Background: an optimization exercise with open tools, aiming at small area, a short achievable clock period and few clock cycles per item. Do not read the settings as production practice. The RTL was checked by simulation tests, not by an equivalence proof against the original design. Power figures rest on the tool's default switching activity, not on a simulated workload.

==> design.v <==
package cag_pkg;
  localparam int unsigned LINE_W    = 64;
  localparam int unsigned CNT_REG_W = 13;
  localparam int unsigned LEN_REG_W = 7;
  localparam int unsigned NUM_W     = 12;
  localparam int unsigned ADDR_W    = 3;
  localparam int unsigned DATA_W    = 32;
  localparam int unsigned MIN_LINES = 6;
  localparam int unsigned MAX_LINES = 4096;
  localparam int unsigned MIN_LEN   = 6;
endpackage
module cag_cell (
  input  logic [2:0] lo_n_i,    
  input  logic [2:0] md_i,      
  input  logic [2:0] hi_n_i,    
  output logic       maj_o
);
  logic lo, md, hi;
  assign lo    = !(&lo_n_i);    
  assign md    = (md_i[0] & md_i[1]) | (md_i[2] & (md_i[0] | md_i[1]));
  assign hi    = !(|hi_n_i);    
  assign maj_o = (lo & md) | (hi & (lo | md));
endmodule
module cag_row (
  input  logic [cag_pkg::LINE_W-1:0] above_i,
  input  logic [cag_pkg::LINE_W-1:0] cur_i,
  input  logic [cag_pkg::LINE_W-1:0] below_i,
  output logic [cag_pkg::LINE_W-1:0] maj_o
);
  logic [cag_pkg::LINE_W-1:0] col_lo_n, col_md, col_hi_n;
  for (genvar y = 0; y < cag_pkg::LINE_W; y++) begin : g_col
    if (y >= 2 && y <= cag_pkg::LINE_W - 2) begin : g_sort
      cag_col u_col (
        .a_i    (above_i[y]),
        .b_i    (cur_i[y]),
        .c_i    (below_i[y]),
        .lo_n_o (col_lo_n[y]),
        .md_o   (col_md[y]),
        .hi_n_o (col_hi_n[y])
      );
    end else begin : g_none
      assign col_lo_n[y] = 1'b1;
      assign col_md[y]   = 1'b0;
      assign col_hi_n[y] = 1'b1;
    end
  end
  for (genvar y = 0; y < cag_pkg::LINE_W; y++) begin : g_lane
    if (y >= 3 && y <= cag_pkg::LINE_W - 3) begin : g_cell
      cag_cell u_cell (
        .lo_n_i (col_lo_n[y+1:y-1]),
        .md_i   (col_md[y+1:y-1]),
        .hi_n_i (col_hi_n[y+1:y-1]),
        .maj_o  (maj_o[y])
      );
    end else begin : g_none
      assign maj_o[y] = 1'b0;
    end
  end
endmodule
module cag_col (
  input  logic a_i,
  input  logic b_i,
  input  logic c_i,
  output logic lo_n_o,
  output logic md_o,
  output logic hi_n_o
);
  assign lo_n_o = !(a_i & b_i & c_i);
  assign md_o   = (a_i & b_i) | (c_i & (a_i | b_i));
  assign hi_n_o = !(a_i | b_i | c_i);
endmodule
module cave_automaton_generation_unit (
  input  logic                          clk_i,
  input  logic                          rst_ni,
  input  logic                          psel,
  input  logic                          penable,
  input  logic                          pwrite,
  input  logic [cag_pkg::ADDR_W-1:0]    paddr,
  input  logic [cag_pkg::DATA_W-1:0]    pwdata,
  output logic [cag_pkg::DATA_W-1:0]    prdata,
  output logic                          pready,
  input  logic                          in_valid_i,
  output logic                          in_ready_o,
  input  logic [cag_pkg::LINE_W-1:0]    line_cells_i,
  output logic                          out_valid_o,
  input  logic                          out_ready_i,
  output logic [cag_pkg::LINE_W-1:0]    new_line_cells_o,
  output logic [cag_pkg::NUM_W-1:0]     line_number_o,
  output logic                          run_last_o,
  output logic                          grid_done_o
);
  localparam int unsigned W  = cag_pkg::LINE_W;
  localparam int unsigned CW = cag_pkg::CNT_REG_W;
  localparam int unsigned LW = cag_pkg::LEN_REG_W;
  localparam int unsigned NW = cag_pkg::NUM_W;
  logic [CW-1:0] line_count_q;
  logic [LW-1:0] line_length_q;
  logic [CW-1:0] rdata_q;
  logic [W-1:0]  a_q, b_q;
  logic          b_pend_q;       
  logic [NW-1:0] rem_q;          
  logic [W-1:0]  p_cells_q;
  logic          p_last_q, p_done_q;
  logic          p_full_q;       
  logic          rdy_q;          
  logic [W-1:0]  out_cells_q;
  logic [NW-1:0] out_num_q;
  logic          out_last_q, out_done_q, out_valid_q;
  logic          out_fresh_q;    
  assign pready = 1'b1;
  always_ff @(posedge clk_i or negedge rst_ni) begin
    if (!rst_ni) begin
      line_count_q  <= CW'(64);
      line_length_q <= LW'(64);
    end else if (psel && penable && pwrite) begin
      if (paddr[2]) line_length_q <= pwdata[LW-1:0];
      else          line_count_q  <= pwdata[CW-1:0];
    end
  end
  always_ff @(posedge clk_i) begin
    rdata_q <= paddr[2] ? CW'(line_length_q) : line_count_q;
  end
  assign prdata = cag_pkg::DATA_W'(rdata_q);
  logic [NW-1:0] last_row;
  logic [W+1:0]  len_therm;      
  logic [W-1:0]  len_mask, col_in;
  always_comb begin
    if (line_count_q < CW'(cag_pkg::MIN_LINES))      last_row = NW'(cag_pkg::MIN_LINES - 1);
    else if (line_count_q > CW'(cag_pkg::MAX_LINES)) last_row = NW'(cag_pkg::MAX_LINES - 1);
    else                                             last_row = NW'(line_count_q - CW'(1));
    for (int k = 0; k < W + 2; k++)
      len_therm[k] = (k < cag_pkg::MIN_LEN) ? 1'b1
                   : (k < W) ? (line_length_q > LW'(k)) : 1'b0;
    for (int y = 0; y < W; y++) begin
      len_mask[y] = len_therm[y];
      col_in[y]   = (y >= 3) && len_therm[y + 2];
    end
  end
  logic [W-1:0] maj, use_maj, cell_base, cell_next;
  logic         row_in, beat_last, beat_done;
  cag_row u_row (
    .above_i (a_q),
    .cur_i   (b_q),
    .below_i (line_cells_i),
    .maj_o   (maj)
  );
  logic num_restart;
  assign num_restart = out_done_q || out_fresh_q;
  assign row_in    = !num_restart && (out_num_q >= NW'(2)) && (rem_q >= NW'(2));
  assign beat_last = (rem_q != NW'(1));
  assign beat_done = (rem_q == '0);
  always_comb begin
    for (int y = 0; y < W; y++) begin
      use_maj[y]   = !p_full_q && row_in && col_in[y];
      cell_base[y] = p_full_q ? p_cells_q[y]
                              : (b_q[y] && len_mask[y] && !(row_in && col_in[y]));
      cell_next[y] = (maj[y] && use_maj[y]) || cell_base[y];
    end
  end
  logic in_fire, flush, emit, out_free, to_out, to_skid, skid_out, out_load;
  assign in_fire  = in_valid_i && !p_full_q;
  assign flush    = !p_full_q && !in_valid_i && b_pend_q && beat_done;
  assign emit     = (in_fire && b_pend_q) || flush;
  assign out_free = !out_valid_q || out_ready_i;
  assign to_out   = emit && out_free;
  assign to_skid  = emit && !out_free;
  assign skid_out = p_full_q && out_ready_i;
  assign out_load = to_out || skid_out;
  always_ff @(posedge clk_i or negedge rst_ni) begin
    if (!rst_ni) begin
      b_pend_q    <= 1'b0;
      rem_q       <= '0;
      p_full_q    <= 1'b0;
      rdy_q       <= 1'b1;
      out_valid_q <= 1'b0;
      out_fresh_q <= 1'b1;
    end else begin
      if (in_fire) begin
        b_pend_q <= 1'b1;
        rem_q    <= (!b_pend_q || beat_done) ? last_row : rem_q - NW'(1);
      end else if (flush) begin
        b_pend_q <= 1'b0;
      end
      if (p_full_q) begin
        p_full_q <= !out_ready_i;
        rdy_q    <= out_ready_i;
      end else begin
        p_full_q <= to_skid;
        rdy_q    <= !to_skid;
      end
      if (out_load)         out_valid_q <= 1'b1;
      else if (out_ready_i) out_valid_q <= 1'b0;
      if (out_load)         out_fresh_q <= 1'b0;
    end
  end
  always_ff @(posedge clk_i) begin
    if (in_fire) begin
      a_q <= b_q;
      b_q <= line_cells_i;
    end
    p_cells_q <= cell_next;
    if (!p_full_q) begin
      p_last_q  <= beat_last;
      p_done_q  <= beat_done;
    end
    if (out_load) begin
      out_cells_q <= cell_next;
      out_last_q  <= p_full_q ? p_last_q : beat_last;
      out_done_q  <= p_full_q ? p_done_q : beat_done;
      out_num_q   <= num_restart ? '0 : out_num_q + NW'(1);
    end
  end
  assign in_ready_o       = rdy_q;
  assign out_valid_o      = out_valid_q;
  assign new_line_cells_o = out_cells_q;
  assign line_number_o    = out_num_q;
  assign run_last_o       = out_last_q;
  assign grid_done_o      = out_done_q;
endmodule
==> flow/run.sh <==
#!/bin/bash
# The standard layout, with the ports buffered by buf_2 cells instead of the default choice.
# ORFS's own logs stay under orfs/logs; make's output goes to standard.log here.
set -euo pipefail
bash standard.sh 'BUFFER_PORTS_ARGS=-buffer_cell sky130_fd_sc_hd__buf_2' finish > standard.log 2>&1
==> standard.sh <==
#!/bin/bash
# synth_recipe.tcl (not shown) runs the flow's synth.tcl, then flattens the netlist and writes it again
# the make line also repeats each setting of config.mk as NAME=value (left out here)
make -C /OpenROAD-flow-scripts/flow DESIGN_CONFIG=/design/flow/config.mk WORK_HOME=/design/flow/orfs CLKGATE_MAP_FILE= SYNTH_SCRIPT=/design/flow/synth_recipe.tcl "${@:-finish}"
==> config.mk <==
export PLATFORM = sky130hd
export DESIGN_NAME = cave_automaton_generation_unit
export DESIGN_NICKNAME = cave_automaton_generation_unit
export VERILOG_FILES = /design/flow/design.v
export SDC_FILE = /design/flow/constraint.sdc
export NUM_CORES = 4
export LEC_CHECK = 0
export CAP_MARGIN = 20
export CORE_MARGIN = 2
export CORE_UTILIZATION = 56
export CTS_BUF_LIST = sky130_fd_sc_hd__clkbuf_16
export CTS_CLUSTER_DIAMETER = 60
export CTS_CLUSTER_SIZE = 30
export PLACE_DENSITY = 0.7
export SETUP_SLACK_MARGIN = 4.0
export SLEW_MARGIN = 20
export SYNTH_HIERARCHICAL = 1
==> constraint.sdc <==
create_clock -name core_clock -period 6.5 [get_ports {clk_i}]
set_input_delay 1.3000 -clock core_clock [delete_from_list [all_inputs] [get_ports {clk_i}]]
set_output_delay 1.3000 -clock core_clock [all_outputs]
set_load 0.01 [all_outputs]
==> results.py, run 1 <==
metrics = {
    "outcome": {
        "status": "no timing/DRC/antenna violations",
    },
    "sta": {
        "hold_ws_ns": 0.459,
        "fin_skew_ns": 0.0143,
        "fin_tns_setup_ns": 0,
        "max_slew_margin_pct": 43.2,
        "setup_viol": 0,
        "fin_crit_sh_pct": 39.9,
        "rsz0062_at_grt": "yes",
        "worst_slew_pin_slew_ns": 0.852,
        "maxSlewViolCount": 0,
        "hold_viol": 0,
        "fmax_mhz": 386,
        "finalCriticalPeriod_ns": 2.59,
    },
    "die": {
        "initial_core_util_pct": 57.2,
        "die_y_um": 173,
        "rows": 61,
        "dieArea_um2": 30000,
        "die_x_um": 173,
        "io-pin-count": 219,
        "core-area_um2": 28000,
    },
    "grt": {
        "antenna_found_initial": 2,
        "track_usage_pct": 27.8,
        "grt_max_degree": 68,
        "grt_pass1_vias": 12100,
        "gr-total-overflow": 0,
        "grt_pass1_wl_um": 66700,
    },
    "yosys": {
        "synth_area_per_cell_um2": 11.1,
        "syn_area_um2": 16000,
        "netlist_instances": 1446,
        "synth_warnings": 7,
    },
    "detailed_routing": {
        "finalWirelength_um": 44900,
        "vias": 13100,
        "drtIter0Drc": 1557,
        "antenna_left": 0,
        "vias_per_cell": 6.35,
        "drc_errors": 0,
        "first_pass_iters": 5,
        "wire_per_inst_um": 21.8,
    },
    "pwr": {
        "cellLeakagePower_nw": 7.31,
        "power_density_nw_per_um2": 323,
        "irDropWorstVdd_v": 0.000228,
    },
    "critical_path": {
        "reg2reg_from": "rem_q[1]$_DFFE_PN0P_",
        "worstRegToRegCells": 6,
        "cp_num_buf_inv": 0,
        "worst-path-max-fanout": 7,
        "max_stage_delay_ns": 0.45,
        "arrival_ns": 2.94,
        "crit_path_start": "rem_q[1]$_DFFE_PN0P_",
        "reg2reg_slack_ns": 3.91,
        "cp_top_family": "simple AND/OR/NAND/NOR gates",
        "start_kind": "flip-flop",
        "required_ns": 6.85,
        "critPathKind": "reg -> reg",
        "cp-end-kind": "flip-flop",
        "crit_slowest_cell": "or4_4",
        "path_cells": "ha_2, or4_4, or3_4, and2_4, a2111o_1, o211ai_1",
        "r2r-end": "out_cells_q[7]$_DFFE_PP_",
    },
    "cts": {
        "cts-root-buf": "clkbuf_16",
        "htree_levels": 1,
        "clk_pin_slew_worst_paths_ns": 0.08,
        "clock_sinks": 319,
        "clockBufferDepth": 3,
        "cts_buffers": 27,
        "clk_latency_ns": 0.56,
        "cts.hold.buffers_added": 0,
        "cts_tree": "built",
    },
    "final_layout": {
        "drive_gt1_share_pct": 34.7,
        "synthToLayoutAreaGrowth_pct": 20.5,
        "layout.nets": 1772,
    },
    "placement": {
        "io_buffer_count": 177,
        "place.gp.congestion": 0.872,
        "dp_hpwl_um": 26900,
    },
    "hold_path": {
        "holdPathEnd": "p_done_q$_DFF_P_",
        "hold_start": "p_done_q$_DFF_P_",
        "hold_class": "reg -> reg",
        "min_delay_path_depth": 2,
    },
    "job": {
        "maxCapViolCount": 0,
    },
}
==> sequential cells by signal (all words and copies together) (netlist names) <==
register	flops
out_done_q	1
p_last_q	1
out_cells_q	64
rem_q	12
a_q	61
out_num_q	12
b_pend_q	1
p_full_q	1
rdata_q	13
b_q	64
line_count_q	13
p_done_q	1
line_length_q	7
out_valid_q	1
out_fresh_q	1
out_last_q	1
p_cells_q	64
rdy_q	1
==> final cells by class <==
type / instances / area (um2)
Antenna cell: 2 / 5.00
Clock buffer: 27 / 676
Clock inverter: 22 / 267
Fill cell: 2116 / 8700
Inverter: 24 / 116
Multi-Input combinational cell: 1044 / 7430
Sequential cell: 319 / 8620
Tap cell: 378 / 473
Timing Repair Buffer: 243 / 1710
Timing Repair inverter: 1 / 16.3
==> metal layers <==
metal / track usage, % / vias up / share of wire (%)
li1: - / 6020 / -
met1: 39.8 / 6339 / 43
met2: 44.1 / 622 / 46
met3: 4.11 / 93 / 7.7
met4: 8.47 / 0 / 3.1
met5: 0 / - / 0
==> worst min-delay path: cells and delay by family, from the launching register on <==
family,cells,cell delay (ns)
and+or+nand+nor,2,0.11
DFF,1,0.31
==> worst max-delay path by stage <==
stage / end / depth (start not counted)
after floorplan: out_cells_q[61]$_DFFE_PP_ / 5
after global placement: out_cells_q[3]$_DFFE_PP_ / 7
after detailed placement: out_cells_q[3]$_DFFE_PP_ / 7
after CTS: out_cells_q[30]$_DFFE_PP_ / 7
after global routing: out_cells_q[7]$_DFFE_PP_ / 6
final: out_cells_q[7]$_DFFE_PP_ / 6
==> power breakdown <==
| group | internal (mW) | total (mW) | switching (mW) |
|---|---|---|---|
| clock | 0.830 | 1.72 | 0.889 |
| combinational | 0.715 | 1.66 | 0.943 |
| sequential | 2.58 | 2.86 | 0.278 |
| total | 4.13 | 6.24 | 2.11 |
==> through the flow <==
stage               instances  util (%)  area, um2  worst slack, ns  total power [mW]
finish                   2060      69.0      19300             3.91              6.24
global route             2059      68.9      19300             3.87              6.50
CTS                      2019      66.4      18600             3.94              6.08
detailed placement       1939      61.4      17200             3.01              4.28
global placement         1939      61.4      17200             3.02              4.24
floorplan                1464         -      16200             3.64              3.81
==> what timing repair did <==
item                                    4_1_cts  5_1_grt
pin swaps                                     9       32
endpoints found under the setup margin      346      149
gates cloned                                  8       12
gates resized for setup                      39       57
setup buffers                                23       27
==> placed cells by master (no fill, tap or decap), drive strengths merged, types with 20 or more instances in the layout <==
master and n:
nor2 42, edfxtp 203, a21oi 34, nand4 36
nand3 209, mux2 31, dfrtp 33, maj3 179
buf 239, o211ai 35, clkbuf 31, conb 20
nor3 132, nand2 103, o21ai 39, inv 34
dfxtp 79
Testbench counts, summed over its fixed seeds: cycles 5,576, lines 5,552.
==> run 2, diff against run 1 <==
==> flow/run.sh (replaced) <==
#!/bin/bash
# The standard layout, with the ports buffered by buf_1 cells instead of the default choice.
# ORFS's own logs stay under orfs/logs; make's output goes to standard.log here.
set -euo pipefail
bash standard.sh 'BUFFER_PORTS_ARGS=-buffer_cell sky130_fd_sc_hd__buf_1' finish > standard.log 2>&1
--- a/config.mk
+++ b/config.mk
@@ -10,6 +10,6 @@
 export CORE_UTILIZATION = 56
 export CTS_BUF_LIST = sky130_fd_sc_hd__clkbuf_16
-export CTS_CLUSTER_DIAMETER = 60
-export CTS_CLUSTER_SIZE = 30
+export CTS_CLUSTER_DIAMETER = 150
+export CTS_CLUSTER_SIZE = 22
 export PLACE_DENSITY = 0.7
 export SETUP_SLACK_MARGIN = 4.0
==> results.py, run 2 <==
metrics = {
    "cts": {
        "clk_pin_slew_worst_paths_ns": 0.10,
        "clockBufferDepth": 3,
        "htree_levels": 1,
        "cts-root-buf": "clkbuf_16",
        "clock_sinks": 319,
        "cts_tree": "built",
        "cts_buffers": 18,
        "cts.hold.buffers_added": 0,
        "clk_latency_ns": 0.53,
    },
    "hold_path": {
        "hold_class": "reg -> reg",
        "hold_start": "p_cells_q[32]$_DFF_P_",
        "min_delay_path_depth": 2,
        "holdPathEnd": "p_cells_q[32]$_DFF_P_",
    },
    "job": {
        "maxCapViolCount": 0,
    },
    "sta": {
        "fin_tns_setup_ns": 0,
        "fin_skew_ns": 0.0195,
        "fin_crit_sh_pct": 41.0,
        "setup_ws_ns": 3.84,
        "finalCriticalPeriod_ns": 2.66,
        "rsz0062_at_grt": "yes",
        "hold_viol": 0,
        "maxSlewViolCount": 0,
        "setup_viol": 0,
        "fmax_mhz": 375,
        "max_slew_margin_pct": 2.97,
        "worst_slew_pin_slew_ns": 1.46,
    },
    "final_layout": {
        "ff_latch_area_um2": 8630,
        "final_cell_mix": "edfxtp_1 (203), nand3_1 (202), maj3_2 (179)",
        "reg_top3": "b_q x64, out_cells_q x64, p_cells_q x64",
        "layout.nets": 1770,
        "antenna_cells": 0,
        "synthToLayoutAreaGrowth_pct": 17.0,
        "final_core_util_pct": 66.9,
        "drive_gt1_share_pct": 23.8,
        "fill_cells": 2194,
        "final_common_cell": "edfxtp_1",
        "multiInputGateArea_um2": 7620,
    },
    "yosys": {
        "syn_area_um2": 16000,
        "synth_area_per_cell_um2": 11.1,
        "synth_warnings": 7,
        "netlist_instances": 1446,
    },
    "die": {
        "die_y_um": 173,
        "dieArea_um2": 30000,
        "die_x_um": 173,
        "core-area_um2": 28000,
        "io-pin-count": 219,
        "rows": 61,
        "initial_core_util_pct": 57.2,
    },
    "critical_path": {
        "arrival_ns": 2.87,
        "max_stage_delay_ns": 1.03,
        "reg2reg_slack_ns": 3.88,
        "start_kind": "input port",
        "cp_num_buf_inv": 1,
        "required_ns": 6.70,
        "reg2reg_from": "rem_q[0]$_DFFE_PN0P_",
        "r2r-end": "out_num_q[4]$_SDFFCE_PP0P_",
        "worstRegToRegCells": 7,
        "path_cells": "buf_1, o22a_2",
        "worst-path-max-fanout": 14,
        "critPathKind": "in -> reg",
        "cp-end-kind": "flip-flop",
        "cp_top_family": "buffers and inverters",
        "crit_slowest_cell": "buf_1",
    },
    "grt": {
        "grt_max_degree": 135,
        "gr-total-overflow": 0,
        "grt_pass1_wl_um": 68600,
        "grt_pass1_vias": 12300,
        "track_usage_pct": 28.6,
        "antenna_found_initial": 1,
    },
    "placement": {
        "dp_hpwl_um": 27000,
        "io_buffer_count": 177,
        "post-place-ws_ns": 3.04,
        "place.gp.congestion": 0.847,
    },
    "pwr": {
        "irDropWorstVdd_v": 0.000201,
        "cellLeakagePower_nw": 6.67,
        "p_clk_share_pct": 21.2,
        "sequentialPowerShare_pct": 50.7,
        "combPwrFrac_pct": 28.1,
        "power_density_nw_per_um2": 303,
        "intPower_mw": 3.78,
        "switching_share_pct": 33.4,
        "p_sw_mw": 1.90,
    },
    "detailed_routing": {
        "first_pass_iters": 6,
        "drc_errors": 0,
        "wire_per_inst_um": 22.5,
        "antenna_left": 0,
        "vias": 13300,
        "vias_per_cell": 6.48,
        "finalWirelength_um": 46000,
        "drtIter0Drc": 1603,
    },
    "outcome": {
        "status": "no timing/DRC/antenna violations",
    },
}
==> run 2: cell types whose count changed in the layout (fill, tap and decap cells not counted), moves of 4 or more <==
cell,change
inv_1,+11
buf_12,-4
inv_12,-4
nand3_2,-5
buf_1,+160
buf_2,-170
o22a_4,+7
clkinv_8,-5
buf_4,+4
clkbuf_16,-11
inv_6,-6
clkbuf_2,+5
==> run 2: metal layers <==
layer | part of all wire, % | GRT usage, % | wire length, um | vias up
li1 | - | - | - | 6026
met1 | 42 | 40.3 | 19100 | 6450
met2 | 46 | 46.5 | 21000 | 682
met3 | 8.9 | 4.27 | 4100 | 106
met4 | 3.7 | 8.02 | 1700 | 2
met5 | 0.026 | 0 | 12 | -
==> run 2: worst max path at each step <==
stage | start | slack (ns) | cells after the start | end
after floorplan | line_cells_i[60] | 3.64 | 5 | out_cells_q[61]$_DFFE_PP_
after global placement | rem_q[0]$_DFFE_PN0P_ | 3.03 | 7 | out_cells_q[3]$_DFFE_PP_
after detailed placement | rem_q[0]$_DFFE_PN0P_ | 3.04 | 7 | out_cells_q[3]$_DFFE_PP_
after CTS | rem_q[1]$_DFFE_PN0P_ | 3.91 | 6 | out_cells_q[16]$_DFFE_PP_
after global routing | rem_q[0]$_DFFE_PN0P_ | 3.85 | 7 | out_num_q[4]$_SDFFCE_PP0P_
final | out_ready_i | 3.84 | 2 | out_num_q[4]$_SDFFCE_PP0P_
==> run 2: area by class of cell <==
type / instances / area share [%]
repair buffers: 237 / 7.30
inverters: 24 / 0.621
flip-flops and latches: 319 / 46.0
well taps: 378 / 2.52
clock buffers: 19 / 2.54
repair inverters: 1 / 0.0601
multi-input cells: 1057 / 40.6
clock inverters: 12 / 0.307
==> run 2: power by group through the flow <==
stage | Combinational [mW] | Clock (mW) | Sequential (mW)
3_5_place_dp | 1.34 | 0 | 2.91
3_3_place_gp | 1.31 | 0 | 2.90
4_1_cts | 1.46 | 1.22 | 2.86
2_1_floorplan | 0.976 | 0 | 2.83
6_report | 1.60 | 1.20 | 2.88
5_1_grt | 1.73 | 1.29 | 2.92
==> run 2: timing repair <==
action | in CTS | in global routing
gates resized for setup | 61 | 71
pin swaps | 22 | 52
hold endpoints to repair | 0 | 0
setup buffers | 25 | 30
cloned | 12 | 12
endpoints found under the setup margin | 301 | 149
==> run 2: per-stage QoR <==
stage | cells | total power [mW] | cell area (um2) | hold slack, ns
2_1_floorplan | 1464 | 3.81 | 16200 | 0.419
3_3_place_gp | 1937 | 4.21 | 17000 | 0.435
3_5_place_dp | 1937 | 4.25 | 17000 | 0.443
4_1_cts | 2005 | 5.55 | 18100 | 0.470
5_1_grt | 2047 | 5.94 | 18700 | 0.494
6_report | 2047 | 5.68 | 18700 | 0.475
==> run 3, diff against run 2 <==
--- a/config.mk
+++ b/config.mk
@@ -10,8 +10,8 @@
 export CORE_UTILIZATION = 56
 export CTS_BUF_LIST = sky130_fd_sc_hd__clkbuf_16
-export CTS_CLUSTER_DIAMETER = 150
-export CTS_CLUSTER_SIZE = 22
+export CTS_CLUSTER_DIAMETER = 60
+export CTS_CLUSTER_SIZE = 30
 export PLACE_DENSITY = 0.7
-export SETUP_SLACK_MARGIN = 4.0
+export SETUP_SLACK_MARGIN = 4.1
 export SLEW_MARGIN = 20
 export SYNTH_HIERARCHICAL = 1
==> results.py, run 3 <==
metrics = {
    "outcome": {
        "status": "no timing/DRC/antenna violations",
    },
    "cts": {
        "clk_latency_ns": 0.58,
        "clk_pin_slew_worst_paths_ns": 0.09,
        "cts_buffers": 27,
        "clockBufferDepth": 3,
        "cts_tree": "built",
        "htree_levels": 1,
        "cts.hold.buffers_added": 0,
        "cts-root-buf": "clkbuf_16",
        "clock_sinks": 319,
    },
    "yosys": {
        "netlist_instances": 1446,
        "syn_area_um2": 16000,
        "synth_area_per_cell_um2": 11.1,
        "synth_warnings": 7,
    },
    "placement": {
        "place.gp.congestion": 0.883,
        "dp.cells": 1942,
        "dp_hpwl_um": 27600,
        "io_buffer_count": 177,
    },
    "pwr": {
        "intPower_mw": 4.18,
        "switching_share_pct": 34.1,
        "p_total_mw": 6.34,
        "sequentialPowerShare_pct": 45.2,
        "irDropWorstVdd_v": 0.000250,
        "p_clk_share_pct": 28.2,
        "p_sw_mw": 2.17,
        "cellLeakagePower_nw": 7.24,
        "combPwrFrac_pct": 26.6,
        "power_density_nw_per_um2": 322,
    },
    "die": {
        "die_x_um": 173,
        "io-pin-count": 219,
        "die_y_um": 173,
        "core-area_um2": 28000,
        "dieArea_um2": 30000,
        "rows": 61,
        "initial_core_util_pct": 57.2,
    },
    "sta": {
        "max_slew_margin_pct": 35.7,
        "worst_slew_pin_slew_ns": 0.965,
        "maxSlewViolCount": 0,
        "fin_tns_setup_ns": 0,
        "fin_skew_ns": 0.0401,
        "fmax_mhz": 379,
        "hold_viol": 0,
        "rsz0062_at_grt": "yes",
        "finalCriticalPeriod_ns": 2.64,
        "fin_crit_sh_pct": 40.6,
        "setup_viol": 0,
    },
    "final_layout": {
        "synthToLayoutAreaGrowth_pct": 22.9,
        "final_cell_mix": "edfxtp_1 (203), nand3_1 (185), maj3_2 (179)",
        "layout.nets": 1800,
        "final_common_cell": "edfxtp_1",
        "final_core_util_pct": 70.3,
        "drive_gt1_share_pct": 29.7,
        "final_cells": 2086,
        "antenna_cells": 0,
        "reg_top3": "b_q x64, out_cells_q x64, p_cells_q x64",
    },
    "detailed_routing": {
        "drtIter0Drc": 1293,
        "finalWirelength_um": 45500,
        "first_pass_iters": 6,
        "vias_per_cell": 6.40,
        "vias": 13400,
        "wire_per_inst_um": 21.8,
        "drc_errors": 0,
        "antenna_left": 0,
    },
    "critical_path": {
        "arrival_ns": 2.97,
        "required_ns": 6.83,
        "reg2reg_from": "rem_q[9]$_DFFE_PN0P_",
        "crit_end": "out_cells_q[18]$_DFFE_PP_",
        "worstRegToRegCells": 8,
        "cp-end-kind": "flip-flop",
        "crit_path_start": "rem_q[9]$_DFFE_PN0P_",
        "start_kind": "flip-flop",
        "worst-path-max-fanout": 5,
        "reg2reg_slack_ns": 3.86,
        "critPathKind": "reg -> reg",
        "r2r-end": "out_cells_q[18]$_DFFE_PP_",
    },
    "grt": {
        "gr-total-overflow": 0,
        "grt_max_degree": 73,
        "grt_pass1_wl_um": 68800,
        "antenna_found_initial": 1,
        "grt_pass1_vias": 12400,
        "track_usage_pct": 28.6,
    },
    "hold_path": {
        "hold_class": "reg -> reg",
    },
    "job": {
        "maxCapViolCount": 0,
    },
}
## run 3: layout make-up
class	count	area, um2
repair inverters	1	16.3
clock inverters	21	288
flip-flops and latches	319	8630
multi-input cells	1046	7570
inverters	24	118
repair buffers	269	1910
clock buffers	28	701
fillers	2071	8310
well taps	378	473
## run 3: layer usage
layer	vias to the layer above	wire length [um]	track usage, %
met5	-	11	0
met4	2	1300	7.77
met3	104	3590	4.13
met2	643	21300	46.4
met1	6529	19400	40.3
li1	6073	-	-
## run 3: power groups by stage
stage	sequential, mW	combinational, mW	clock, mW
5_1_grt	2.91	1.82	1.88
6_report	2.86	1.69	1.79
2_1_floorplan	2.83	0.978	0
3_3_place_gp	2.89	1.33	0
4_1_cts	2.85	1.56	1.81
3_5_place_dp	2.90	1.36	0
## run 3: repair_timing
item,in CTS,in global routing
setup buffers,45,24
endpoints found under the setup margin,357,219
gates cloned,17,9
pin swaps,39,26
gates resized for setup,93,92
## run 3: stage by stage
| stage | hold slack, ns | cell area, um2 | setup slack [ns] |
|---|---|---|---|
| 5_1_grt | 0.477 | 19700 | 3.85 |
| 4_1_cts | 0.463 | 19100 | 3.93 |
| 2_1_floorplan | 0.419 | 16200 | 3.64 |
| 3_3_place_gp | 0.437 | 17000 | 3.28 |
| 6_report | 0.458 | 19700 | 3.86 |
| 3_5_place_dp | 0.440 | 17000 | 3.20 |
## run 3: critical path, stage by stage (launching register included)
cell	delay, ns
dfrtp_1	0.43
or4_4	0.58
or3_4	0.44
buf_4	0.15
buf_6	0.12
bufbuf_16	0.27
nand3_2	0.07
nand4_1	0.11
o211ai_1	0.22
## run 3: worst min path at each step
stage / from / to / slack, ns / cells after the start
5_1_grt: p_done_q$_DFF_P_ / p_done_q$_DFF_P_ / 0.48 / 2
6_report: p_done_q$_DFF_P_ / p_done_q$_DFF_P_ / 0.46 / 2
2_1_floorplan: p_done_q$_DFF_P_ / p_done_q$_DFF_P_ / 0.42 / 2
3_3_place_gp: p_done_q$_DFF_P_ / p_done_q$_DFF_P_ / 0.44 / 2
4_1_cts: p_done_q$_DFF_P_ / p_done_q$_DFF_P_ / 0.46 / 2
3_5_place_dp: p_done_q$_DFF_P_ / p_done_q$_DFF_P_ / 0.44 / 2
==> run 4, diff against run 3 <==
--- a/config.mk
+++ b/config.mk
@@ -13,5 +13,5 @@
 export CTS_CLUSTER_SIZE = 30
 export PLACE_DENSITY = 0.7
-export SETUP_SLACK_MARGIN = 4.1
+export SETUP_SLACK_MARGIN = 3.7
 export SLEW_MARGIN = 20
 export SYNTH_HIERARCHICAL = 1
==> results.py, run 4 <==
metrics = {
    "final_layout": {
        "final_cells": 2012,
        "final_common_cell": "nand3_1",
        "drive_gt1_share_pct": 20.0,
        "layout.nets": 1724,
        "reg_top3": "b_q x64, out_cells_q x64, p_cells_q x64",
        "final_cell_mix": "nand3_1 (209), edfxtp_1 (203), maj3_2 (179)",
        "design_area_um2": 18300,
        "synthToLayoutAreaGrowth_pct": 14.4,
        "final_core_util_pct": 65.4,
        "antenna_cells": 0,
        "fill_cells": 2216,
    },
    "sta": {
        "maxSlewViolCount": 0,
        "fin_crit_sh_pct": 43.0,
        "rsz0062_at_grt": "yes",
        "max_slew_margin_pct": 33.1,
        "fmax_mhz": 358,
        "setup_viol": 0,
        "hold_viol": 0,
        "fin_tns_setup_ns": 0,
        "worst_slew_pin_slew_ns": 1.00,
        "finalCriticalPeriod_ns": 2.79,
        "fin_skew_ns": 0.0185,
    },
    "grt": {
        "grt_max_degree": 135,
        "grt_pass1_wl_um": 67000,
        "grt_pass1_vias": 12100,
        "gr-total-overflow": 0,
        "antenna_found_initial": 0,
        "track_usage_pct": 28.0,
    },
    "critical_path": {
        "cp-end-kind": "flip-flop",
        "arrival_ns": 3.10,
        "required_ns": 6.81,
        "critPathKind": "reg -> reg",
        "reg2reg_from": "rem_q[8]$_DFFE_PN0P_",
        "crit_path_start": "rem_q[8]$_DFFE_PN0P_",
        "r2r-end": "out_cells_q[59]$_DFFE_PP_",
        "start_kind": "flip-flop",
        "path_cells": "or4_4, or3_1, buf_6, and2_4, and2_1, a311o_1",
        "crit_end": "out_cells_q[59]$_DFFE_PP_",
        "crit_slowest_cell": "or4_4",
        "max_stage_delay_ns": 0.60,
        "reg2reg_slack_ns": 3.71,
        "crit_cells": 6,
        "cp_num_buf_inv": 1,
        "worstRegToRegCells": 6,
        "worst-path-max-fanout": 37,
        "cp_top_family": "simple AND/OR/NAND/NOR gates",
    },
    "cts": {
        "cts-root-buf": "clkbuf_16",
        "cts_tree": "built",
        "clk_latency_ns": 0.57,
        "cts_buffers": 28,
        "clock_sinks": 319,
        "htree_levels": 1,
        "cts.hold.buffers_added": 0,
        "clockBufferDepth": 3,
        "clk_pin_slew_worst_paths_ns": 0.09,
    },
    "pwr": {
        "sequentialPowerShare_pct": 46.7,
        "cellLeakagePower_nw": 6.43,
        "p_clk_share_pct": 30.3,
        "irDropWorstVdd_v": 0.000254,
        "p_sw_mw": 1.99,
        "p_total_mw": 6.16,
        "combPwrFrac_pct": 23.0,
        "intPower_mw": 4.17,
        "switching_share_pct": 32.3,
        "power_density_nw_per_um2": 336,
    },
    "die": {
        "die_x_um": 173,
        "die_y_um": 173,
        "rows": 61,
        "core-area_um2": 28000,
        "dieArea_um2": 30000,
        "initial_core_util_pct": 57.2,
        "io-pin-count": 219,
    },
    "detailed_routing": {
        "vias": 12800,
        "first_pass_iters": 5,
        "wire_per_inst_um": 21.3,
        "vias_per_cell": 6.37,
        "antenna_left": 0,
        "drc_errors": 0,
        "finalWirelength_um": 42900,
        "drtIter0Drc": 1337,
    },
    "placement": {
        "dp.cells": 1938,
        "io_buffer_count": 177,
        "place_area_um2": 16900,
        "dp_hpwl_um": 26900,
        "place.gp.congestion": 0.852,
    },
    "yosys": {
        "syn_area_um2": 16000,
        "netlist_instances": 1446,
        "synth_warnings": 7,
        "synth_area_per_cell_um2": 11.1,
    },
    "outcome": {
        "status": "no timing/DRC/antenna violations",
    },
    "hold_path": {
        "hold_class": "reg -> reg",
    },
    "job": {
        "maxCapViolCount": 0,
    },
}
[run 4: cell count changes in the layout (fill, tap and decap cells not counted), sizes merged, moves of 2 or more]
| cell | change |
|---|---|
| bufinv | +4 |
| clkinv | +4 |
| nand2 | -2 |
| o22a | +5 |
| buf | -33 |
| and2 | -4 |
| clkbuf | -40 |
| inv | -8 |
[run 4: worst min path at each step]
stage | start | slack [ns] | cells after the start | endpoint
2_1_floorplan | p_cells_q[32]$_DFF_P_ | 0.41 | 2 | p_cells_q[32]$_DFF_P_
3_3_place_gp | p_done_q$_DFF_P_ | 0.43 | 2 | p_done_q$_DFF_P_
3_5_place_dp | p_done_q$_DFF_P_ | 0.44 | 2 | p_done_q$_DFF_P_
4_1_cts | p_done_q$_DFF_P_ | 0.47 | 2 | p_done_q$_DFF_P_
5_1_grt | out_fresh_q$_DFFE_PN1P_ | 0.49 | 1 | out_fresh_q$_DFFE_PN1P_
6_report | p_cells_q[34]$_DFF_P_ | 0.47 | 2 | p_cells_q[34]$_DFF_P_
[run 4: power by group through the flow]
stage               registers (mW)  logic, mW  clock network [mW]
floorplan                     2.83      0.957                   0
global placement              2.89       1.30                   0
detailed placement            2.91       1.32                   0
CTS                           2.87       1.39                1.88
global route                  2.93       1.54                1.96
finish                        2.88       1.42                1.87
[run 4: stage by stage]
step	setup slack [ns]	hold slack, ns
after detailed placement	2.88	0.445
final	3.71	0.472
after global placement	2.95	0.435
after CTS	3.70	0.468
after floorplan	3.64	0.415
after global routing	3.66	0.491
[run 4: layer usage]
layer  part of all wire [%]  GRT usage, %  wire, um  vias up
met1                     44          40.2     18900     6236
met3                    7.6          5.10      3280       98
met4                    3.0          8.62      1290        0
met5                      0             0         0        -
met2                     45          43.3     19400      547
li1                       -             -         -     5930
[run 4: layout make-up]
class / instances / area, um2 / area share [%]
multi-input combinational: 1045 / 7210 / 39.3
sequential: 319 / 8620 / 47.0
clock inverter: 22 / 297 / 1.62
timing repair inverter: 1 / 11.3 / 0.0614
inverter: 24 / 116 / 0.635
timing repair buffer: 193 / 857 / 4.68
clock buffer: 30 / 751 / 4.10
tap: 378 / 473 / 2.58
[run 4: timing repair]
action,CTS,global route
cloned,9,2
pin swaps,3,3
buffers inserted,10,1
setup endpoints to repair,154,113
hold endpoints to repair,0,0
gates resized for setup,19,15
[run 4: tightest hold or removal path, stage by stage, from the launching register on]
cell	delay [ns]
dfxtp_1	0.31
nand2_1	0.05
nand3_1	0.08
==> run 5, diff against run 4 <==
--- a/config.mk
+++ b/config.mk
@@ -13,5 +13,5 @@
 export CTS_CLUSTER_SIZE = 30
 export PLACE_DENSITY = 0.7
-export SETUP_SLACK_MARGIN = 3.7
+export SETUP_SLACK_MARGIN = 4.0
 export SLEW_MARGIN = 20
 export SYNTH_HIERARCHICAL = 1
==> results.py, run 5 <==
metrics = {
    "outcome": {
        "status": "no timing/DRC/antenna violations",
    },
    "final_layout": {
        "reg_top3": "b_q x64, out_cells_q x64, p_cells_q x64",
        "design_area_um2": 19100,
        "final_cell_mix": "nand3_1 (204), edfxtp_1 (203), maj3_2 (179)",
        "layout.nets": 1780,
        "antenna_cells": 0,
        "synthToLayoutAreaGrowth_pct": 19.2,
        "drive_gt1_share_pct": 25.0,
        "fill_cells": 2163,
        "final_common_cell": "nand3_1",
    },
    "yosys": {
        "syn_area_um2": 16000,
        "synth_warnings": 7,
        "netlist_instances": 1446,
        "synth_area_per_cell_um2": 11.1,
    },
    "die": {
        "initial_core_util_pct": 57.2,
        "core-area_um2": 28000,
        "dieArea_um2": 30000,
        "rows": 61,
        "io-pin-count": 219,
        "die_x_um": 173,
        "die_y_um": 173,
    },
    "grt": {
        "antenna_found_initial": 1,
        "grt_pass1_wl_um": 70700,
        "grt_max_degree": 68,
        "grt_pass1_vias": 12500,
        "gr-total-overflow": 0,
        "track_usage_pct": 29.6,
    },
    "sta": {
        "fin_crit_sh_pct": 39.5,
        "setup_viol": 0,
        "rsz0062_at_grt": "yes",
        "setup_ws_ns": 3.93,
        "maxSlewViolCount": 0,
        "max_slew_margin_pct": 36.7,
        "fin_skew_ns": 0.0167,
        "worst_slew_pin_slew_ns": 0.950,
        "hold_viol": 0,
        "finalCriticalPeriod_ns": 2.57,
        "fin_tns_setup_ns": 0,
        "fmax_mhz": 390,
    },
    "placement": {
        "place.gp.congestion": 0.847,
        "io_buffer_count": 177,
        "post-place-ws_ns": 3.04,
        "place_area_um2": 17000,
        "dp_hpwl_um": 27000,
    },
    "pwr": {
        "sequentialPowerShare_pct": 46.8,
        "p_total_mw": 6.15,
        "p_sw_mw": 2.06,
        "p_clk_share_pct": 27.3,
        "combPwrFrac_pct": 25.9,
        "switching_share_pct": 33.6,
        "irDropWorstVdd_v": 0.000238,
        "intPower_mw": 4.08,
        "cellLeakagePower_nw": 6.81,
        "power_density_nw_per_um2": 322,
    },
    "cts": {
        "cts_tree": "built",
        "clock_sinks": 319,
        "cts.hold.buffers_added": 0,
        "cts-root-buf": "clkbuf_16",
        "clockBufferDepth": 3,
        "clk_pin_slew_worst_paths_ns": 0.08,
        "htree_levels": 1,
        "cts_buffers": 26,
        "clk_latency_ns": 0.56,
    },
    "critical_path": {
        "reg2reg_slack_ns": 3.93,
        "worst-path-max-fanout": 7,
        "cp-end-kind": "flip-flop",
        "start_kind": "flip-flop",
        "arrival_ns": 2.89,
        "required_ns": 6.83,
        "critPathKind": "reg -> reg",
    },
    "hold_path": {
        "hold_class": "reg -> reg",
    },
    "detailed_routing": {
        "vias": 13400,
        "finalWirelength_um": 46000,
        "antenna_left": 0,
        "first_pass_iters": 6,
        "wire_per_inst_um": 22.3,
        "vias_per_cell": 6.48,
        "drtIter0Drc": 1490,
        "drc_errors": 0,
    },
    "job": {
        "maxCapViolCount": 0,
    },
}
[run 5: changes by cell type in the layout (fill, tap and decap cells not counted), moves of 4 or more]
cell	change
buf_1	-15
buf_4	+41
buf_6	+11
buf_8	+6
nand3_1	-5
or4b_2	-4
or4b_4	+4
[run 5: worst paths after layout]
kind                                  startpoint                          end  cells after the start
max                        rem_q[10]$_DFFE_PN0P_     out_cells_q[7]$_DFFE_PP_                      5
min                             p_done_q$_DFF_P_             p_done_q$_DFF_P_                      2
max reg2reg                rem_q[10]$_DFFE_PN0P_     out_cells_q[7]$_DFFE_PP_                      5
min reg2reg                     p_done_q$_DFF_P_             p_done_q$_DFF_P_                      2
max in group asynchronous                 rst_ni           p_full_q$_DFF_PN0_                      1
min in group asynchronous                 rst_ni  line_count_q[4]$_DFFE_PN0P_                      1
[run 5: per-stage QoR]
stage                     util, %  std cells  hold WS [ns]
after floorplan                 -       1464         0.419
after global placement       60.6       1937         0.435
after detailed placement     60.6       1937         0.443
after CTS                    66.5       2038         0.466
after global routing         68.2       2066         0.493
final                        68.2       2066         0.467
[run 5: timing repair]
item                                    CTS  global route
endpoints found under the setup margin  291           186
resized for setup                        63            65
buffers inserted                         36            23
cloned                                   17             5
pin swaps                                22            38
[run 5: power groups by stage]
stage | Clock, mW | Combinational (mW) | Sequential (mW)
global route | 1.77 | 1.72 | 2.92
detailed placement | 0 | 1.34 | 2.91
CTS | 1.70 | 1.50 | 2.86
global placement | 0 | 1.31 | 2.90
finish | 1.68 | 1.59 | 2.88
floorplan | 0 | 0.976 | 2.83
[run 5: final cells by class]
| type | count | area [um2] | area share, % |
|---|---|---|---|
| well taps | 378 | 473 | 2.48 |
| flip-flops and latches | 319 | 8630 | 45.2 |
| clock inverters | 21 | 234 | 1.22 |
| repair inverters | 1 | 16.3 | 0.0851 |
| repair buffers | 241 | 1410 | 7.35 |
| clock buffers | 27 | 676 | 3.54 |
| multi-input cells | 1055 | 7560 | 39.6 |
| inverters | 24 | 116 | 0.609 |
[run 5: metal layers]
| layer | track usage [%] | vias up | routed length [um] |
|---|---|---|---|
| li1 | - | 6051 | - |
| met1 | 41.5 | 6562 | 19400 |
| met2 | 47.6 | 662 | 21300 |
| met3 | 4.75 | 104 | 3740 |
| met4 | 8.58 | 0 | 1490 |
| met5 | 0 | - | 0 |
[run 5: worst max-delay path, stage by stage, from the launching register on]
cell and delay, ns:
dfrtp_1 0.41, or4_4 0.60, or3_4 0.48, and2_4 0.24, a2111o_1 0.41, o211ai_1 0.19
==> run 6, diff against run 5 <==
--- a/config.mk
+++ b/config.mk
@@ -13,5 +13,5 @@
 export CTS_CLUSTER_SIZE = 30
 export PLACE_DENSITY = 0.7
-export SETUP_SLACK_MARGIN = 4.0
+export SETUP_SLACK_MARGIN = 3.9
 export SLEW_MARGIN = 20
 export SYNTH_HIERARCHICAL = 1
==> results.py, run 6 <==
metrics = {
    "sta": {
        "worst_slew_pin_slew_ns": 1.37,
        "finalCriticalPeriod_ns": 2.62,
        "hold_ws_ns": 0.461,
        "fin_tns_setup_ns": 0,
        "setup_ws_ns": 3.88,
        "rsz0062_at_grt": "yes",
        "maxSlewViolCount": 0,
        "fmax_mhz": 382,
        "setup_viol": 0,
        "fin_skew_ns": 0.0201,
        "hold_viol": 0,
        "max_slew_margin_pct": 8.43,
        "fin_crit_sh_pct": 40.3,
    },
    "yosys": {
        "synth_warnings": 7,
        "netlist_instances": 1446,
        "synth_area_per_cell_um2": 11.1,
        "syn_area_um2": 16000,
    },
    "job": {
        "maxCapViolCount": 0,
    },
    "detailed_routing": {
        "antenna_left": 0,
        "vias": 12900,
        "wire_per_inst_um": 21.7,
        "first_pass_iters": 5,
        "finalWirelength_um": 44000,
        "vias_per_cell": 6.37,
        "drc_errors": 0,
        "drtIter0Drc": 1334,
    },
    "pwr": {
        "power_density_nw_per_um2": 331,
        "cellLeakagePower_nw": 6.58,
        "p_total_mw": 6.14,
        "irDropWorstVdd_v": 0.000306,
    },
    "placement": {
        "dp_hpwl_um": 27000,
        "post-place-ws_ns": 2.99,
        "place_area_um2": 17000,
        "place.gp.congestion": 0.819,
        "io_buffer_count": 177,
        "dp.cells": 1939,
    },
    "cts": {
        "clk_pin_slew_worst_paths_ns": 0.08,
        "cts_tree": "built",
        "clk_latency_ns": 0.56,
        "clockBufferDepth": 3,
        "clock_sinks": 319,
        "cts-root-buf": "clkbuf_16",
        "cts_buffers": 27,
        "htree_levels": 1,
    },
    "grt": {
        "grt_max_degree": 135,
        "gr-total-overflow": 0,
        "grt_pass1_vias": 11900,
        "antenna_found_initial": 2,
        "grt_pass1_wl_um": 66700,
        "track_usage_pct": 28.1,
    },
    "die": {
        "dieArea_um2": 30000,
        "die_y_um": 173,
        "core-area_um2": 28000,
        "die_x_um": 173,
        "initial_core_util_pct": 57.2,
        "io-pin-count": 219,
        "rows": 61,
    },
    "final_layout": {
        "design_area_um2": 18600,
        "final_common_cell": "nand3_1",
        "final_cell_mix": "nand3_1 (204), edfxtp_1 (203), maj3_2 (179)",
        "final_core_util_pct": 66.3,
        "drive_gt1_share_pct": 22.0,
        "layout.nets": 1744,
        "reg_top3": "b_q x64, out_cells_q x64, p_cells_q x64",
        "antenna_cells": 0,
        "final_cells": 2030,
        "synthToLayoutAreaGrowth_pct": 15.9,
    },
    "critical_path": {
        "arrival_ns": 2.90,
        "required_ns": 6.78,
        "start_kind": "input port",
        "critPathKind": "in -> reg",
        "cp-end-kind": "flip-flop",
        "worst-path-max-fanout": 4,
    },
    "outcome": {
        "status": "no timing/DRC/antenna violations",
    },
    "hold_path": {
        "hold_class": "reg -> reg",
    },
}
run 6: critical path, stage by stage:
cell	delay, ns
buf_1	0.17
maj3_2	0.39
maj3_2	0.32
maj3_2	0.31
a311o_1	0.41
run 6: what timing repair did:
item | in CTS | in global routing
buffers inserted | 14 | 15
gates cloned | 10 | 3
endpoints found under the setup margin | 334 | 111
gates resized for setup | 34 | 26
hold endpoints to repair | 0 | 0
pin swaps | 4 | 12
hold buffers | 0 | 0
run 6: final timing paths:
| path | from | endpoint | slack, ns | cells after the start |
|---|---|---|---|---|
| max in group asynchronous | rst_ni | p_full_q$_DFF_PN0_ | 4.91 | 1 |
| min in group asynchronous | rst_ni | line_length_q[4]$_DFFE_PN0P_ | 0.88 | 1 |
| max | line_cells_i[58] | out_cells_q[59]$_DFFE_PP_ | 3.88 | 5 |
| min reg2reg | p_done_q$_DFF_P_ | p_done_q$_DFF_P_ | 0.46 | 2 |
| max reg2reg | rem_q[1]$_DFFE_PN0P_ | out_cells_q[49]$_DFFE_PP_ | 3.91 | 7 |
| min | p_done_q$_DFF_P_ | p_done_q$_DFF_P_ | 0.46 | 2 |
run 6: area by class of cell:
cell class	count	area [um2]
Multi-Input combinational cell	1048	7350
Fill cell	2237	9440
Clock buffer	28	701
Sequential cell	319	8630
Clock inverter	21	277
Inverter	24	116
Timing Repair Buffer	212	1030
Tap cell	378	473
run 6: routing by layer:
metal  vias up  part of all wire [%]  global-route usage, %
met4         4                   3.1                   9.00
met1      6269                    44                   39.8
met5         -                 0.066                      0
met3        96                   8.6                   6.38
met2       593                    45                   42.9
li1       5964                     -                      -
run 6: report_power, final:
| part | internal (mW) | switching [mW] | leakage (nW) |
|---|---|---|---|
| clock network | 0.868 | 0.905 | 0.480 |
| registers | 2.58 | 0.282 | 3.05 |
| logic | 0.604 | 0.903 | 3.04 |
| total | 4.05 | 2.09 | 6.58 |
==> run 7, diff against run 6 <==
--- a/config.mk
+++ b/config.mk
@@ -12,5 +12,5 @@
 export CTS_CLUSTER_DIAMETER = 60
 export CTS_CLUSTER_SIZE = 30
-export PLACE_DENSITY = 0.7
+export PLACE_DENSITY = 0.65
 export SETUP_SLACK_MARGIN = 3.9
 export SLEW_MARGIN = 20
==> results.py, run 7 <==
metrics = {
    "cts": {
        "clk_pin_slew_worst_paths_ns": 0.08,
        "cts.hold.buffers_added": 0,
        "clk_latency_ns": 0.56,
        "htree_levels": 1,
        "cts_buffers": 29,
        "cts_tree": "built",
        "cts-root-buf": "clkbuf_16",
        "clock_sinks": 319,
        "clockBufferDepth": 3,
    },
    "yosys": {
        "synth_warnings": 7,
        "netlist_instances": 1446,
        "syn_area_um2": 16000,
        "synth_area_per_cell_um2": 11.1,
    },
    "detailed_routing": {
        "drc_errors": 0,
        "vias_per_cell": 6.23,
        "first_pass_iters": 6,
        "wire_per_inst_um": 21.3,
        "vias": 12600,
        "antenna_left": 0,
        "drtIter0Drc": 1260,
        "finalWirelength_um": 43200,
    },
    "sta": {
        "rsz0062_at_grt": "yes",
        "max_slew_margin_pct": 35.6,
        "fin_crit_sh_pct": 39.9,
        "setup_viol": 0,
        "worst_slew_pin_slew_ns": 0.966,
        "fin_skew_ns": 0.0127,
        "hold_ws_ns": 0.460,
        "hold_viol": 0,
        "fmax_mhz": 386,
        "maxSlewViolCount": 0,
        "fin_tns_setup_ns": 0,
        "finalCriticalPeriod_ns": 2.59,
    },
    "die": {
        "rows": 61,
        "die_y_um": 173,
        "initial_core_util_pct": 57.2,
        "io-pin-count": 219,
        "die_x_um": 173,
        "dieArea_um2": 30000,
        "core-area_um2": 28000,
    },
    "placement": {
        "place.gp.congestion": 0.849,
        "dp_hpwl_um": 27300,
        "io_buffer_count": 177,
    },
    "critical_path": {
        "max_stage_delay_ns": 0.36,
        "cp_top_family": "adder cells",
        "worst-path-max-fanout": 4,
        "cp_num_buf_inv": 1,
        "cpMostUsedCell": "maj3_2",
        "crit_slowest_cell": "maj3_2",
        "cp-end-kind": "flip-flop",
        "arrival_ns": 2.89,
        "path_cells": "buf_1, maj3_2, maj3_2, maj3_2, and4_1, a211o_1",
        "critPathKind": "in -> reg",
        "start_kind": "input port",
        "required_ns": 6.80,
    },
    "pwr": {
        "power_density_nw_per_um2": 330,
        "cellLeakagePower_nw": 6.57,
        "irDropWorstVdd_v": 0.000252,
        "p_total_mw": 6.10,
    },
    "final_layout": {
        "layout.nets": 1738,
        "synthToLayoutAreaGrowth_pct": 15.4,
        "multiInputGateArea_um2": 7230,
        "drive_gt1_share_pct": 21.2,
        "reg_top3": "b_q x64, out_cells_q x64, p_cells_q x64",
        "final_cell_mix": "nand3_1 (205), edfxtp_1 (203), maj3_2 (179)",
        "fill_cells": 2252,
        "final_common_cell": "nand3_1",
        "ff_latch_area_um2": 8620,
    },
    "grt": {
        "grt_pass1_vias": 11800,
        "gr-total-overflow": 0,
        "antenna_found_initial": 2,
        "grt_pass1_wl_um": 66300,
        "grt_max_degree": 68,
        "track_usage_pct": 27.7,
    },
    "outcome": {
        "status": "no timing/DRC/antenna violations",
    },
    "hold_path": {
        "hold_class": "reg -> reg",
    },
    "job": {
        "maxCapViolCount": 0,
    },
}
## run 7: layer usage
metal	vias to the layer above	global-route usage, %	routed length, um
li1	5941	-	-
met1	6143	39.0	18800
met2	480	44.7	20100
met3	71	5.04	3290
met4	2	6.64	1030
met5	-	0	12
## run 7: through the flow
stage | area, um2 | setup slack, ns | util, % | instances
floorplan | 16200 | 3.64 | - | 1464
global placement | 17000 | 2.98 | 60.6 | 1940
detailed placement | 17000 | 2.94 | 60.6 | 1940
CTS | 18300 | 3.90 | 65.3 | 2016
global route | 18500 | 3.88 | 66.0 | 2026
finish | 18500 | 3.91 | 66.0 | 2027
## run 7: final timing paths
path                                       from                           to  slack (ns)  cells past startpoint
max in group asynchronous                rst_ni           p_full_q$_DFF_PN0_        4.90                      1
max                            line_cells_i[44]    out_cells_q[43]$_DFFE_PP_        3.91                      6
min in group asynchronous                rst_ni  line_count_q[5]$_DFFE_PN0P_        0.89                      1
min                            p_done_q$_DFF_P_             p_done_q$_DFF_P_        0.46                      2
max reg2reg                rem_q[1]$_DFFE_PN0P_    out_cells_q[43]$_DFFE_PP_        3.96                      6
min reg2reg                    p_done_q$_DFF_P_             p_done_q$_DFF_P_        0.46                      2
## run 7: tightest hold or removal path, delay by kind of cell (launching register included)
kind          cells  cell delay (ns)
simple gates      2             0.11
flops             1             0.32
## run 7: power by group
| part | internal, mW | leakage (nW) | total (mW) | switching [mW] |
|---|---|---|---|---|
| logic | 0.594 | 3.02 | 1.48 | 0.890 |
| registers | 2.58 | 3.05 | 2.86 | 0.277 |
| clock network | 0.934 | 0.496 | 1.76 | 0.824 |
## run 7: final cells by class
| class | instances | share of cell area, % |
|---|---|---|
| repair buffers | 211 | 5.74 |
| repair inverters | 1 | 0.0879 |
| flip-flops and latches | 319 | 46.6 |
| clock inverters | 22 | 1.10 |
| diodes | 1 | 0.0135 |
| inverters | 24 | 0.629 |
| multi-input cells | 1040 | 39.1 |
| well taps | 378 | 2.56 |
| clock buffers | 31 | 4.19 |
## run 7: what timing repair did
| item | CTS | global route |
|---|---|---|
| buffers inserted | 17 | 6 |
| pin swaps | 5 | 10 |
| gates resized for setup | 30 | 19 |
| endpoints found under the setup margin | 226 | 124 |
| cloned | 6 | 4 |
==> run 8, diff against run 7 <==
--- a/config.mk
+++ b/config.mk
@@ -10,6 +10,6 @@
 export CORE_UTILIZATION = 56
 export CTS_BUF_LIST = sky130_fd_sc_hd__clkbuf_16
-export CTS_CLUSTER_DIAMETER = 60
-export CTS_CLUSTER_SIZE = 30
+export CTS_CLUSTER_DIAMETER = 80
+export CTS_CLUSTER_SIZE = 25
 export PLACE_DENSITY = 0.65
 export SETUP_SLACK_MARGIN = 3.9
==> results.py, run 8 <==
metrics = {
    "cts": {
        "clk_latency_ns": 0.53,
        "cts.hold.buffers_added": 0,
        "htree_levels": 1,
        "cts_buffers": 17,
        "clk_pin_slew_worst_paths_ns": 0.10,
        "clock_sinks": 319,
        "cts_tree": "built",
        "clockBufferDepth": 3,
        "cts-root-buf": "clkbuf_16",
    },
    "grt": {
        "antenna_found_initial": 1,
        "grt_max_degree": 68,
        "grt_pass1_wl_um": 66100,
        "gr-total-overflow": 0,
        "grt_pass1_vias": 11700,
        "track_usage_pct": 27.6,
    },
    "yosys": {
        "netlist_instances": 1446,
        "synth_area_per_cell_um2": 11.1,
        "syn_area_um2": 16000,
        "synth_warnings": 7,
    },
    "final_layout": {
        "final_cell_mix": "nand3_1 (204), edfxtp_1 (203), maj3_2 (179)",
        "antenna_cells": 0,
        "fill_cells": 2320,
        "layout.nets": 1734,
        "design_area_um2": 18100,
        "reg_top3": "b_q x64, out_cells_q x64, p_cells_q x64",
        "drive_gt1_share_pct": 20.8,
        "final_cells": 2009,
        "final_core_util_pct": 64.7,
        "synthToLayoutAreaGrowth_pct": 13.1,
        "final_common_cell": "nand3_1",
    },
    "critical_path": {
        "worst-path-max-fanout": 4,
        "reg2reg_from": "rem_q[1]$_DFFE_PN0P_",
        "max_stage_delay_ns": 0.33,
        "cp_top_family": "adder cells",
        "cp_num_buf_inv": 1,
        "required_ns": 6.77,
        "critPathKind": "in -> reg",
        "r2r-end": "out_cells_q[60]$_DFFE_PP_",
        "worstRegToRegCells": 6,
        "cpMostUsedCell": "maj3_2",
        "crit_cells": 6,
        "arrival_ns": 2.87,
        "cp-end-kind": "flip-flop",
        "start_kind": "input port",
        "path_cells": "buf_1, maj3_2, maj3_2, maj3_2, and4_1, a211o_1",
        "crit_slowest_cell": "maj3_2",
        "reg2reg_slack_ns": 3.93,
    },
    "hold_path": {
        "hold_start": "p_done_q$_DFF_P_",
        "hold_class": "reg -> reg",
        "holdPathEnd": "p_done_q$_DFF_P_",
        "min_delay_path_depth": 2,
    },
    "detailed_routing": {
        "vias_per_cell": 6.27,
        "first_pass_iters": 7,
        "vias": 12600,
        "drtIter0Drc": 1347,
        "antenna_left": 0,
        "drc_errors": 0,
        "finalWirelength_um": 43100,
        "wire_per_inst_um": 21.5,
    },
    "die": {
        "io-pin-count": 219,
        "dieArea_um2": 30000,
        "die_x_um": 173,
        "die_y_um": 173,
        "core-area_um2": 28000,
        "rows": 61,
        "initial_core_util_pct": 57.2,
    },
    "placement": {
        "place.gp.congestion": 0.849,
        "dp.cells": 1940,
        "dp_hpwl_um": 27300,
        "io_buffer_count": 177,
        "place_area_um2": 17000,
    },
    "outcome": {
        "status": "no timing/DRC/antenna violations",
    },
    "sta": {
        "max_slew_margin_pct": 35.4,
        "fin_crit_sh_pct": 40.1,
        "fin_skew_ns": 0.0210,
        "rsz0062_at_grt": "yes",
        "maxSlewViolCount": 0,
        "finalCriticalPeriod_ns": 2.61,
        "worst_slew_pin_slew_ns": 0.968,
        "setup_viol": 0,
        "hold_ws_ns": 0.468,
        "hold_viol": 0,
        "fin_tns_setup_ns": 0,
        "fmax_mhz": 384,
    },
    "pwr": {
        "irDropWorstVdd_v": 0.000271,
        "cellLeakagePower_nw": 6.40,
        "power_density_nw_per_um2": 306,
    },
    "job": {
        "maxCapViolCount": 0,
    },
}
run 8: worst reg2reg max path, delay by kind of cell, from the launching register on:
kind                       cells  cell delay [ns]
DFF                            1             0.43
AOI/OAI and AO/OA              1             0.33
and+or+nand+nor                4             1.34
adders and majority gates      1             0.21
run 8: worst max path at each step:
stage                         startpoint                   endpoint  slack (ns)
floorplan               line_cells_i[60]  out_cells_q[61]$_DFFE_PP_        3.64
global placement              in_valid_i       rem_q[2]$_DFFE_PN0P_        2.98
detailed placement            in_valid_i       rem_q[2]$_DFFE_PN0P_        2.94
CTS                 rem_q[0]$_DFFE_PN0P_   out_cells_q[8]$_DFFE_PP_        3.85
global route        rem_q[1]$_DFFE_PN0P_       rem_q[2]$_DFFE_PN0P_        3.86
finish                  line_cells_i[61]  out_cells_q[60]$_DFFE_PP_        3.89
run 8: cell type report:
cell class	instances	area, um2	area share, %
clock buffers	17	425	2.35
clock inverters	11	91.3	0.504
inverters	24	116	0.642
multi-input cells	1040	7250	40.0
flip-flops and latches	319	8620	47.6
well taps	378	473	2.61
repair buffers	219	1130	6.25
repair inverters	1	16.3	0.0897
run 8: layer usage:
metal	vias to the layer above	part of all wire (%)	GRT usage, %
li1	5899	-	-
met1	6173	44	39.9
met2	461	46	43.9
met3	60	7.0	4.16
met4	2	2.4	7.03
met5	-	0.028	0
run 8: where the power goes:
group / internal [mW] / total [mW] / leakage [nW] / switching [mW]
Combinational: 0.604 / 1.50 / 3.07 / 0.893
Clock: 0.532 / 1.20 / 0.277 / 0.669
Sequential: 2.58 / 2.86 / 3.05 / 0.276
Total: 3.71 / 5.55 / 6.40 / 1.84
run 8: timing repair:
item / in CTS / in global routing
endpoints found under the setup margin: 228 / 126
gates resized for setup: 35 / 24
buffers inserted: 21 / 10
pin swaps: 10 / 17
cloned: 7 / 3
run 8: metrics by stage:
stage	worst slack, ns	power (mW)
2_1_floorplan	3.64	3.81
3_3_place_gp	2.98	4.22
3_5_place_dp	2.94	4.26
4_1_cts	3.85	5.51
5_1_grt	3.86	5.82
6_report	3.89	5.55
==> run 9, diff against run 8 <==
--- a/config.mk
+++ b/config.mk
@@ -12,5 +12,5 @@
 export CTS_CLUSTER_DIAMETER = 80
 export CTS_CLUSTER_SIZE = 25
-export PLACE_DENSITY = 0.65
+export PLACE_DENSITY = 0.7
 export SETUP_SLACK_MARGIN = 3.9
 export SLEW_MARGIN = 20
==> results.py, run 9 <==
metrics = {
    "pwr": {
        "sequentialPowerShare_pct": 51.1,
        "intPower_mw": 3.76,
        "cellLeakagePower_nw": 6.40,
        "combPwrFrac_pct": 26.9,
        "p_clk_share_pct": 21.9,
        "p_sw_mw": 1.85,
        "irDropWorstVdd_v": 0.000238,
        "p_total_mw": 5.60,
        "switching_share_pct": 33.0,
        "power_density_nw_per_um2": 309,
    },
    "grt": {
        "track_usage_pct": 28.1,
        "gr-total-overflow": 0,
        "antenna_found_initial": 2,
        "grt_max_degree": 135,
        "grt_pass1_wl_um": 67100,
        "grt_pass1_vias": 12000,
    },
    "cts": {
        "cts-root-buf": "clkbuf_16",
        "clockBufferDepth": 3,
        "htree_levels": 1,
        "cts_buffers": 17,
        "cts_tree": "built",
        "cts.hold.buffers_added": 0,
        "clk_latency_ns": 0.52,
        "clk_pin_slew_worst_paths_ns": 0.10,
        "clock_sinks": 319,
    },
    "sta": {
        "max_slew_margin_pct": 24.2,
        "maxSlewViolCount": 0,
        "finalCriticalPeriod_ns": 2.61,
        "fin_crit_sh_pct": 40.2,
        "fmax_mhz": 383,
        "worst_slew_pin_slew_ns": 1.14,
        "fin_skew_ns": 0.0214,
        "hold_viol": 0,
        "hold_ws_ns": 0.468,
        "rsz0062_at_grt": "yes",
        "fin_tns_setup_ns": 0,
        "setup_viol": 0,
    },
    "detailed_routing": {
        "drc_errors": 0,
        "vias": 12800,
        "finalWirelength_um": 43800,
        "antenna_left": 0,
        "wire_per_inst_um": 21.8,
        "drtIter0Drc": 1203,
        "vias_per_cell": 6.39,
        "first_pass_iters": 5,
    },
    "yosys": {
        "netlist_instances": 1446,
        "synth_warnings": 7,
        "syn_area_um2": 16000,
        "synth_area_per_cell_um2": 11.1,
    },
    "final_layout": {
        "multiInputGateArea_um2": 7330,
        "final_common_cell": "nand3_1",
        "reg_top3": "b_q x64, out_cells_q x64, p_cells_q x64",
        "drive_gt1_share_pct": 21.0,
        "layout.nets": 1734,
        "design_area_um2": 18200,
        "synthToLayoutAreaGrowth_pct": 13.3,
        "ff_latch_area_um2": 8620,
        "fill_cells": 2248,
        "final_cell_mix": "nand3_1 (205), edfxtp_1 (203), maj3_2 (179)",
        "antenna_cells": 0,
        "final_core_util_pct": 64.8,
    },
    "die": {
        "dieArea_um2": 30000,
        "rows": 61,
        "die_y_um": 173,
        "initial_core_util_pct": 57.2,
        "die_x_um": 173,
        "core-area_um2": 28000,
        "io-pin-count": 219,
    },
    "placement": {
        "place_area_um2": 17000,
        "io_buffer_count": 177,
        "place.gp.congestion": 0.819,
        "dp_hpwl_um": 27000,
    },
    "critical_path": {
        "required_ns": 6.75,
        "cp-end-kind": "flip-flop",
        "critPathKind": "in -> reg",
        "worstRegToRegCells": 7,
        "arrival_ns": 2.86,
        "start_kind": "input port",
        "worst-path-max-fanout": 4,
    },
    "job": {
        "maxCapViolCount": 0,
    },
    "outcome": {
        "status": "no timing/DRC/antenna violations",
    },
    "hold_path": {
        "min_delay_path_depth": 2,
        "hold_class": "reg -> reg",
    },
}
[run 9: changes by cell type in the layout (fill, tap and decap cells not counted), moves of 3 or more]
cell,before,now
clkbuf_16,20,17
buf_12,1,4
buf_6,6,3
buf_1,173,168
inv_1,25,28
o22a_4,1,7
[run 9: worst max-delay path: stages]
cell and delay, ns:
clkbuf_2 0.14, maj3_2 0.37, maj3_2 0.32, maj3_2 0.32, a311o_1 0.41
[run 9: metal layers]
metal	routed length, um	global-route usage, %	share of wire [%]
met2	20000	43.7	46
met3	3430	4.95	7.8
met5	12	0	0.027
met1	19000	40.5	43
met4	1370	8.26	3.1
[run 9: power groups by stage]
stage / Clock, mW / Sequential [mW] / Combinational [mW]
final: 1.23 / 2.87 / 1.51
after CTS: 1.25 / 2.86 / 1.45
after floorplan: 0 / 2.83 / 0.975
after global placement: 0 / 2.89 / 1.33
after global routing: 1.31 / 2.91 / 1.63
after detailed placement: 0 / 2.90 / 1.35
[run 9: area by class of cell]
type                            instances  area share [%]
Sequential cell                       319            47.5
Tap cell                              378            2.60
Timing Repair inverter                  1          0.0620
Clock inverter                         12           0.627
Timing Repair Buffer                  213            5.86
Multi-Input combinational cell       1046            40.4
Clock buffer                           17            2.34
Inverter                               24           0.641
[run 9: worst paths after layout]
check                                                     to                 start  slack [ns]
worst min-delay path                        p_done_q$_DFF_P_      p_done_q$_DFF_P_        0.47
worst max-delay path               out_cells_q[59]$_DFFE_PP_      line_cells_i[58]        3.89
min in group asynchronous       line_length_q[1]$_DFFE_PN0P_                rst_ni        0.91
max in group asynchronous                 p_full_q$_DFF_PN0_                rst_ni        4.90
worst min register to register              p_done_q$_DFF_P_      p_done_q$_DFF_P_        0.47
worst max register to register      out_cells_q[5]$_DFFE_PP_  rem_q[1]$_DFFE_PN0P_        3.94
[run 9: stage by stage]
| stage | worst slack, ns | instances |
|---|---|---|
| CTS | 3.90 | 1997 |
| global placement | 3.02 | 1939 |
| global route | 3.86 | 2010 |
| finish | 3.89 | 2010 |
| floorplan | 3.64 | 1464 |
| detailed placement | 2.99 | 1939 |
[run 9: what timing repair did]
item                                    in CTS  in global routing
endpoints found under the setup margin     334                 61
gates cloned                                11                  1
buffers inserted                            18                 12
resized for setup                           32                 42
pin swaps                                    6                 21

-- separate check: timing with driven ports --
No port has a modelled driver above. Below, the same layouts with a new extraction and two added sets of constraints.
Step 1 assumes that a clkbuf_16 drives the clock port and a buf_2 every other input.
Step 2 times the ports against the registers' clock, not the clock port: input delays grow and output delays shrink by t, the midpoint of the rising clock arrivals with the driver on.
Three values: no drivers, after step 1, after step 2; two values: the first two.
| run | t (ns) | setup slack, ns |
|---|---|---|
| run 1 | 0.607 | 3.906 / 3.906 / 3.311 |
| run 2 | 0.571 | 3.836 / 3.847 / 3.276 |
| run 3 | 0.605 | 3.860 / 3.860 / 3.365 |
| run 4 | 0.607 | 3.708 / 3.708 / 3.301 |
| run 5 | 0.605 | 3.935 / 3.935 / 3.349 |
| run 6 | 0.600 | 3.883 / 3.901 / 3.314 |
| run 7 | 0.603 | 3.909 / 3.928 / 3.337 |
| run 8 | 0.574 | 3.894 / 3.910 / 3.336 |
| run 9 | 0.564 | 3.886 / 3.877 / 3.342 |
After both steps setup and hold are still met in every run listed.
